Context: an optimization exercise on an open-source flow, tuned for a short achievable clock period and few clock cycles per item. The choices shown serve that exercise and are no tape-out recipe. In this exercise RTL edits were held to simulation tests only and were not proved equivalent to the original. The flow treats the clock pin as an ideal source, which a real chip does not have. No activity file was given, so power comes from the tool's default toggle rates.

==> run a <==
// scatter_top
module scatter_top (
  input  logic                                             ap_clk,
  input  logic                                             ap_rst_n,
  input  logic [scatter_cfg_pkg::APB_ADDR_W-1:0]           paddr,
  input  logic                                             psel,
  input  logic                                             penable,
  input  logic                                             pwrite,
  input  logic [scatter_cfg_pkg::APB_DATA_W-1:0]           pwdata,
  output logic [scatter_cfg_pkg::APB_DATA_W-1:0]           prdata,
  output logic                                             tx_meta_valid,
  input  logic                                             tx_meta_ready,
  output logic [scatter_stream_pkg::META_W-1:0] tx_meta_data,
  output logic                                             tx_data_valid,
  input  logic                                             tx_data_ready,
  output logic [scatter_stream_pkg::DATA_W-1:0]            tx_data_data,
  output logic [scatter_stream_pkg::KEEP_W-1:0]            tx_data_keep,
  output logic                                             tx_data_last
);
==> module scatter_ctrl_regs, before the edit <==
module scatter_ctrl_regs (
  input  logic                                   ap_clk,
  input  logic                                   ap_rst_n,
  input  logic [scatter_cfg_pkg::APB_ADDR_W-1:0] paddr,
  input  logic                                   psel,
  input  logic                                   penable,
  input  logic                                   pwrite,
  input  logic [scatter_cfg_pkg::APB_DATA_W-1:0] pwdata,
  output logic [scatter_cfg_pkg::APB_DATA_W-1:0] prdata,
  output logic                                   run_start,
  output scatter_cfg_pkg::count_t                run_use_conn,
  output scatter_cfg_pkg::count_t                run_pkg_bytes,
  output scatter_cfg_pkg::count_t                run_pkg_num,
  output scatter_stream_pkg::session_t           run_base_session,
  input  logic                                   run_done,
  input  scatter_cfg_pkg::count_t                run_tx_bytes,
  input  scatter_cfg_pkg::count_t                run_tx_pkts,
  input  scatter_cfg_pkg::count_t                run_stall_cycles
);
  scatter_cfg_pkg::count_t       use_conn_q;
  scatter_cfg_pkg::count_t       pkg_bytes_q;
  scatter_cfg_pkg::count_t       pkg_num_q;
  scatter_stream_pkg::session_t  base_session_q;
  logic                          cfg_ok_q;
  logic                          busy;
  logic                          done_q;
  logic                          setup;
  logic                          wsetup;
  logic                          addr_ok;
  logic                          wr_conn_q;
  logic                          wr_bytes_q;
  logic                          wr_num_q;
  logic                          wr_base_q;
  logic                          wr_start_q;
  scatter_cfg_pkg::apb_data_t    rd_mux;
  scatter_cfg_pkg::apb_data_t    prdata_q;
  assign setup  = psel & ~penable;
  assign wsetup = setup & pwrite;
  always_ff @(posedge ap_clk) begin
    wr_conn_q  <= wsetup && (paddr == scatter_cfg_pkg::REG_USE_CONN);
    wr_bytes_q <= wsetup && (paddr == scatter_cfg_pkg::REG_PKG_BYTES);
    wr_num_q   <= wsetup && (paddr == scatter_cfg_pkg::REG_PKG_NUM);
    wr_base_q  <= wsetup && (paddr == scatter_cfg_pkg::REG_BASE_SESSION);
    wr_start_q <= ap_rst_n && wsetup && (paddr == scatter_cfg_pkg::REG_CTRL) && pwdata[scatter_cfg_pkg::CTRL_START_BIT];
  end
  always_ff @(posedge ap_clk) begin
    cfg_ok_q <= ap_rst_n && (use_conn_q != '0) && (pkg_bytes_q != '0) && (pkg_num_q != '0);
  end
  assign run_start = wr_start_q && cfg_ok_q && !busy;
  always_ff @(posedge ap_clk) begin
    if (!ap_rst_n) begin
      use_conn_q     <= '0;
      pkg_bytes_q    <= '0;
      pkg_num_q      <= '0;
      base_session_q <= '0;
    end else if (!busy) begin
      if (wr_conn_q)  use_conn_q  <= pwdata;
      if (wr_bytes_q) pkg_bytes_q <= pwdata;
      if (wr_num_q)   pkg_num_q   <= pwdata;
      if (wr_base_q) base_session_q <= scatter_stream_pkg::session_t'(pwdata);
    end
  end
  always_ff @(posedge ap_clk) begin
    if (!ap_rst_n) begin
      busy   <= 1'b0;
      done_q <= 1'b0;
    end else if (run_start) begin
      busy   <= 1'b1;
      done_q <= 1'b0;
    end else if (busy && run_done) begin
      busy   <= 1'b0;
      done_q <= 1'b1;   
    end
  end
  assign run_use_conn     = use_conn_q;
  assign run_pkg_bytes    = pkg_bytes_q;
  assign run_pkg_num      = pkg_num_q;
  assign run_base_session = base_session_q;
  assign addr_ok = (paddr[11:6] == '0) && (paddr[1:0] == 2'b00);
  always_comb begin
    case (paddr[5:2])
      4'h0:    rd_mux = {29'd0, ~busy, done_q, 1'b0};
      4'h4:    rd_mux = use_conn_q;
      4'h5:    rd_mux = pkg_bytes_q;
      4'h6:    rd_mux = pkg_num_q;
      4'h7:    rd_mux = scatter_cfg_pkg::apb_data_t'(base_session_q);
      4'h8:    rd_mux = run_tx_bytes;
      4'h9:    rd_mux = run_tx_pkts;
      4'hA:    rd_mux = run_stall_cycles;
      default: rd_mux = '0;
    endcase
  end
  always_ff @(posedge ap_clk) begin
    if (!addr_ok)       prdata_q <= '0;
    else if (!ap_rst_n) prdata_q <= (paddr[5:2] == 4'h0) ? 32'h4 : 32'h0;
    else                prdata_q <= rd_mux;
  end
  assign prdata = prdata_q;
endmodule
==> module stream_fifo, before the edit <==
module stream_fifo #(
  parameter int WIDTH = 1
) (
  input  logic             ap_clk,
  input  logic             ap_rst_n,
  input  logic             in_valid,
  output logic             in_ready,
  input  logic [WIDTH-1:0] in_data,
  output logic             out_valid,
  input  logic             out_ready,
  output logic [WIDTH-1:0] out_data
);
  logic             o_valid;
  logic [WIDTH-1:0] o_data;
  logic [WIDTH-1:0] h_data;
  logic             s_valid;
  logic [WIDTH-1:0] s_data;
  logic             o_hold;
  logic [WIDTH-1:0] next_data;
  assign o_hold    = o_valid & ~out_ready;
  assign in_ready  = ~s_valid;
  assign out_valid = o_valid;
  assign out_data  = o_data;
  assign next_data = s_valid ? s_data : in_data;
  always_ff @(posedge ap_clk) begin
    if (!ap_rst_n) begin
      o_valid <= 1'b0;
      s_valid <= 1'b0;
    end else begin
      o_valid <= o_hold | s_valid | in_valid;
      s_valid <= o_hold & (s_valid | in_valid);
    end
  end
  always_ff @(posedge ap_clk) begin
    if (!s_valid) s_data <= in_data;
  end
  always_ff @(posedge ap_clk) begin
    if (!o_hold) h_data <= next_data;
  end
  always_ff @(posedge ap_clk) begin
    o_data <= o_hold ? h_data : ((s_valid | in_valid) ? next_data : '0);
  end
endmodule
Settings: LEC_CHECK=0, ABC_CLOCK_PERIOD_IN_PS=2500, CAP_MARGIN=20, CORE_MARGIN=2, CORE_UTILIZATION=40, CTS_CLUSTER_DIAMETER=80, CTS_CLUSTER_SIZE=24, SETUP_SLACK_MARGIN=5, SLEW_MARGIN=20; clock period 8.0 ns.
standard.sh (not shown) runs the stock make flow with config.mk's settings and CLKGATE_MAP_FILE= SYNTH_SCRIPT=/design/flow/synth_recipe.tcl, a recipe that flattens the netlist after the stock synthesis.
==> flow/flow/run.sh <==
#!/bin/bash
set -euo pipefail
M=SETUP_SLACK_MARGIN=6
bash standard.sh $M cts > standard_cts.log 2>&1
R=$(ls -d orfs/results/*/scatter_top/base)
RESULTS_DIR=$R openroad -no_init -exit flow/clk_root.tcl > clk_root.log 2>&1
bash standard.sh $M finish > standard_finish.log 2>&1
==> flow/flow/clk_root.tcl <==
set results $::env(RESULTS_DIR)
read_db $results/4_cts.odb
set block [ord::get_db_block]
set clk_net [$block findNet ap_clk]
set roots {}
foreach it [$clk_net getITerms] {
  if {[$it isInputSignal]} { lappend roots [$it getInst] }
}
puts "clock port loads: [llength $roots]"
if {[llength $roots] != 1} {
  puts "clock port does not feed a single root buffer; layout left as it is"
  exit 0
}
set root [lindex $roots 0]
set master [[$root getMaster] getName]
puts "root [$root getName] ($master)"
if {![string match "sky130_fd_sc_hd__clkbuf_*" $master]} {
  puts "root is not a clock buffer; layout left as it is"
  exit 0
}
set out_net ""
foreach it [$root getITerms] {
  if {[$it isOutputSignal]} { set out_net [$it getNet] }
}
set loads {}
foreach it [$out_net getITerms] {
  if {[$it isInputSignal]} { lappend loads $it }
}
puts "root buffer loads: [llength $loads]"
if {[llength $loads] > 4 || [llength [$out_net getBTerms]] > 0} {
  puts "root buffer feeds more than four pins; layout left as it is"
  exit 0
}
foreach it $loads {
  puts "  [[$it getInst] getName]/[[$it getMTerm] getName]"
  $it disconnect
  $it connect $clk_net
}
odb::dbInst_destroy $root
odb::dbNet_destroy $out_net
write_db $results/4_cts.odb
puts "root buffer removed"
==> run b (differences from run a) <==
--- a/flow/flow/run.sh
+++ b/flow/flow/run.sh
@@ -1,5 +1,5 @@
 #!/bin/bash
 set -euo pipefail
-M=SETUP_SLACK_MARGIN=6
+M=SETUP_SLACK_MARGIN=6.5
 bash standard.sh $M cts > standard_cts.log 2>&1
 R=$(ls -d orfs/results/*/scatter_top/base)
CTS_CLUSTER_SIZE = 20   (was 24)
==> run c (differences from run a) <==
--- a/flow/design.v
+++ b/flow/design.v
@@ -58,10 +58,11 @@
   scatter_cfg_pkg::count_t       pkg_num_q;
   scatter_stream_pkg::session_t  base_session_q;
-  logic                          cfg_ok_q;
+  logic                          conn_nz_q;
+  logic                          bytes_nz_q;
+  logic                          num_nz_q;
   logic                          busy;
   logic                          done_q;
   logic                          setup;
   logic                          wsetup;
-  logic                          addr_ok;
   logic                          wr_conn_q;
   logic                          wr_bytes_q;
@@ -78,10 +79,8 @@
     wr_num_q   <= wsetup && (paddr == scatter_cfg_pkg::REG_PKG_NUM);
     wr_base_q  <= wsetup && (paddr == scatter_cfg_pkg::REG_BASE_SESSION);
-    wr_start_q <= ap_rst_n && wsetup && (paddr == scatter_cfg_pkg::REG_CTRL) && pwdata[scatter_cfg_pkg::CTRL_START_BIT];
+    wr_start_q <= ap_rst_n && wsetup && (paddr == scatter_cfg_pkg::REG_CTRL) && pwdata[scatter_cfg_pkg::CTRL_START_BIT]
+                  && conn_nz_q && bytes_nz_q && num_nz_q;
   end
-  always_ff @(posedge ap_clk) begin
-    cfg_ok_q <= ap_rst_n && (use_conn_q != '0) && (pkg_bytes_q != '0) && (pkg_num_q != '0);
-  end
-  assign run_start = wr_start_q && cfg_ok_q && !busy;
+  assign run_start = wr_start_q && !busy;
   always_ff @(posedge ap_clk) begin
     if (!ap_rst_n) begin
@@ -90,8 +89,20 @@
       pkg_num_q      <= '0;
       base_session_q <= '0;
+      conn_nz_q      <= 1'b0;
+      bytes_nz_q     <= 1'b0;
+      num_nz_q       <= 1'b0;
     end else if (!busy) begin
-      if (wr_conn_q)  use_conn_q  <= pwdata;
-      if (wr_bytes_q) pkg_bytes_q <= pwdata;
-      if (wr_num_q)   pkg_num_q   <= pwdata;
+      if (wr_conn_q) begin
+        use_conn_q <= pwdata;
+        conn_nz_q  <= (pwdata != '0);
+      end
+      if (wr_bytes_q) begin
+        pkg_bytes_q <= pwdata;
+        bytes_nz_q  <= (pwdata != '0);
+      end
+      if (wr_num_q) begin
+        pkg_num_q <= pwdata;
+        num_nz_q  <= (pwdata != '0);
+      end
       if (wr_base_q) base_session_q <= scatter_stream_pkg::session_t'(pwdata);
     end
@@ -113,22 +124,20 @@
   assign run_pkg_num      = pkg_num_q;
   assign run_base_session = base_session_q;
-  assign addr_ok = (paddr[11:6] == '0) && (paddr[1:0] == 2'b00);
   always_comb begin
-    case (paddr[5:2])
-      4'h0:    rd_mux = {29'd0, ~busy, done_q, 1'b0};
-      4'h4:    rd_mux = use_conn_q;
-      4'h5:    rd_mux = pkg_bytes_q;
-      4'h6:    rd_mux = pkg_num_q;
-      4'h7:    rd_mux = scatter_cfg_pkg::apb_data_t'(base_session_q);
-      4'h8:    rd_mux = run_tx_bytes;
-      4'h9:    rd_mux = run_tx_pkts;
-      4'hA:    rd_mux = run_stall_cycles;
-      default: rd_mux = '0;
+    case (paddr)
+      scatter_cfg_pkg::REG_CTRL:         rd_mux = {29'd0, ~busy, done_q, 1'b0};
+      scatter_cfg_pkg::REG_USE_CONN:     rd_mux = use_conn_q;
+      scatter_cfg_pkg::REG_PKG_BYTES:    rd_mux = pkg_bytes_q;
+      scatter_cfg_pkg::REG_PKG_NUM:      rd_mux = pkg_num_q;
+      scatter_cfg_pkg::REG_BASE_SESSION: rd_mux = scatter_cfg_pkg::apb_data_t'(base_session_q);
+      scatter_cfg_pkg::REG_TX_BYTES:     rd_mux = run_tx_bytes;
+      scatter_cfg_pkg::REG_TX_PKTS:      rd_mux = run_tx_pkts;
+      scatter_cfg_pkg::REG_STALL_CYCLES: rd_mux = run_stall_cycles;
+      default:                           rd_mux = '0;
     endcase
   end
   always_ff @(posedge ap_clk) begin
-    if (!addr_ok)       prdata_q <= '0;
-    else if (!ap_rst_n) prdata_q <= (paddr[5:2] == 4'h0) ? 32'h4 : 32'h0;
-    else                prdata_q <= rd_mux;
+    if (!ap_rst_n) prdata_q <= (paddr == scatter_cfg_pkg::REG_CTRL) ? 32'h4 : 32'h0;
+    else           prdata_q <= rd_mux;
   end
   assign prdata = prdata_q;
@@ -271,30 +280,18 @@
   logic [WIDTH-1:0] o_data;
   logic [WIDTH-1:0] h_data;
-  logic             s_valid;
-  logic [WIDTH-1:0] s_data;
   logic             o_hold;
-  logic [WIDTH-1:0] next_data;
   assign o_hold    = o_valid & ~out_ready;
-  assign in_ready  = ~s_valid;
+  assign in_ready  = ~o_hold;
   assign out_valid = o_valid;
   assign out_data  = o_data;
-  assign next_data = s_valid ? s_data : in_data;
-  always_ff @(posedge ap_clk) begin
-    if (!ap_rst_n) begin
-      o_valid <= 1'b0;
-      s_valid <= 1'b0;
-    end else begin
-      o_valid <= o_hold | s_valid | in_valid;
-      s_valid <= o_hold & (s_valid | in_valid);
-    end
-  end
   always_ff @(posedge ap_clk) begin
-    if (!s_valid) s_data <= in_data;
+    if (!ap_rst_n) o_valid <= 1'b0;
+    else           o_valid <= o_hold | in_valid;
   end
   always_ff @(posedge ap_clk) begin
-    if (!o_hold) h_data <= next_data;
+    if (!o_hold) h_data <= in_data;
   end
   always_ff @(posedge ap_clk) begin
-    o_data <= o_hold ? h_data : ((s_valid | in_valid) ? next_data : '0);
+    o_data <= o_hold ? h_data : (in_valid ? in_data : '0);
   end
 endmodule
==> flow/flow/run.sh (replaced) <==
#!/bin/bash
set -euo pipefail
bash standard.sh SETUP_SLACK_MARGIN=6 finish > standard.log 2>&1
ABC_CLOCK_PERIOD_IN_PS = 1000   (was 2500)
CTS_CLUSTER_DIAMETER = 100   (was 80)
CTS_CLUSTER_SIZE = 30   (was 24)
removed: flow/flow/clk_root.tcl
==> comparison table <==
	run a	run b	run c
Die area	90700 um2	90700 um2	85100 um2
Met3 routing resource usage after global routing	3.98%	5.44%	4.99%
Maximum cell stage delay along the critical path	0.53 ns	0.39 ns	0.57 ns
Run status	finished clean	finished clean	finished clean
Slew @ Worst Pin	0.725 ns	0.683 ns	0.892 ns
First drt pass iteration count	6	7	6
Biggest Area Class	registers	registers	multi-input combinational cells
Final setup skew	0.0545 ns	0.0401 ns	0.0447 ns
Switch Pwr	1.63 mW	1.68 mW	1.50 mW
Via count of the first global-routing pass	25568	28012	26836
Terminating pin of the worst hold path	u_data_fifo.o_data[39]$_DFF_P_	u_data_fifo.o_data[39]$_DFF_P_	u_data_fifo.o_data[63]$_DFF_P_
Register fraction of the total cell area	42.3%	38.2%	36.5%
Worst hold margin	0.451 ns	0.446 ns	0.434 ns
Ratio of cells with drive above 1 in the final layout	26.7%	39.9%	35.3%
Register bit total from synthesis	880	880	767
Number of clock buffer instances in the layout	70	77	48
WP depth	8	1	7
Worst path bufs/invs	4	1	2
Core footprint	87200 um2	87200 um2	82000 um2
Proportion of netlist area held by the largest area contributor	41.7%	41.7%	37.8%
Sw frac	22.1%	22.4%	23.4%
Required time of the critical path	8.39 ns	6.40 ns	8.53 ns
Total met2 wirelength after detailed routing	51.3 mm	58.0 mm	54.3 mm
Source-to-sink clock delay at the later pin of the worst-skew pair	0.46 ns	0.48 ns	0.62 ns
Count of inverters other than clock inverters in the layout	45	43	71
Period utilization	32.9%	32.1%	34.2%
Testbench counts of run a, summed over its fixed seeds: cycles 114,480, words 113,382.
Testbench counts of run b, summed over its fixed seeds: cycles 114,480, words 113,382.
Testbench counts of run c, summed over its fixed seeds: cycles 114,480, words 113,382.

-- afterwards: timing with drivers on the ports --
No port has a modelled driver above. Below, the same layouts with a new extraction and two added sets of constraints. Step 1 assumes that a clkbuf_16 drives the clock port and a buf_2 every other input. Step 2 also shifts input and output timing later by t, the mid clock arrival at the registers, as if the neighbouring blocks saw the same clock. Slacks: ideal ports / drivers / drivers and shift; pairs: ideal ports / drivers.
| run | t, ns | setup WS [ns] | worst register clock-pin slew, ns | pins driven straight from the clock port |
|---|---|---|---|---|
| run a | 0.561 | 5.369 / 5.319 / 4.905 | 0.11 / 0.11 | 4 |
| run b | 0.591 | 5.433 / 5.299 / 4.957 | 0.10 / 0.10 | 4 |
| run c | 0.659 | 5.265 / 5.214 / 4.636 | 0.12 / 0.12 | 1 |
After both steps every run listed still meets setup and hold. The setup slack of run c, which loses most, moves by -0.051 ns with the drivers and by -0.629 ns with both steps.
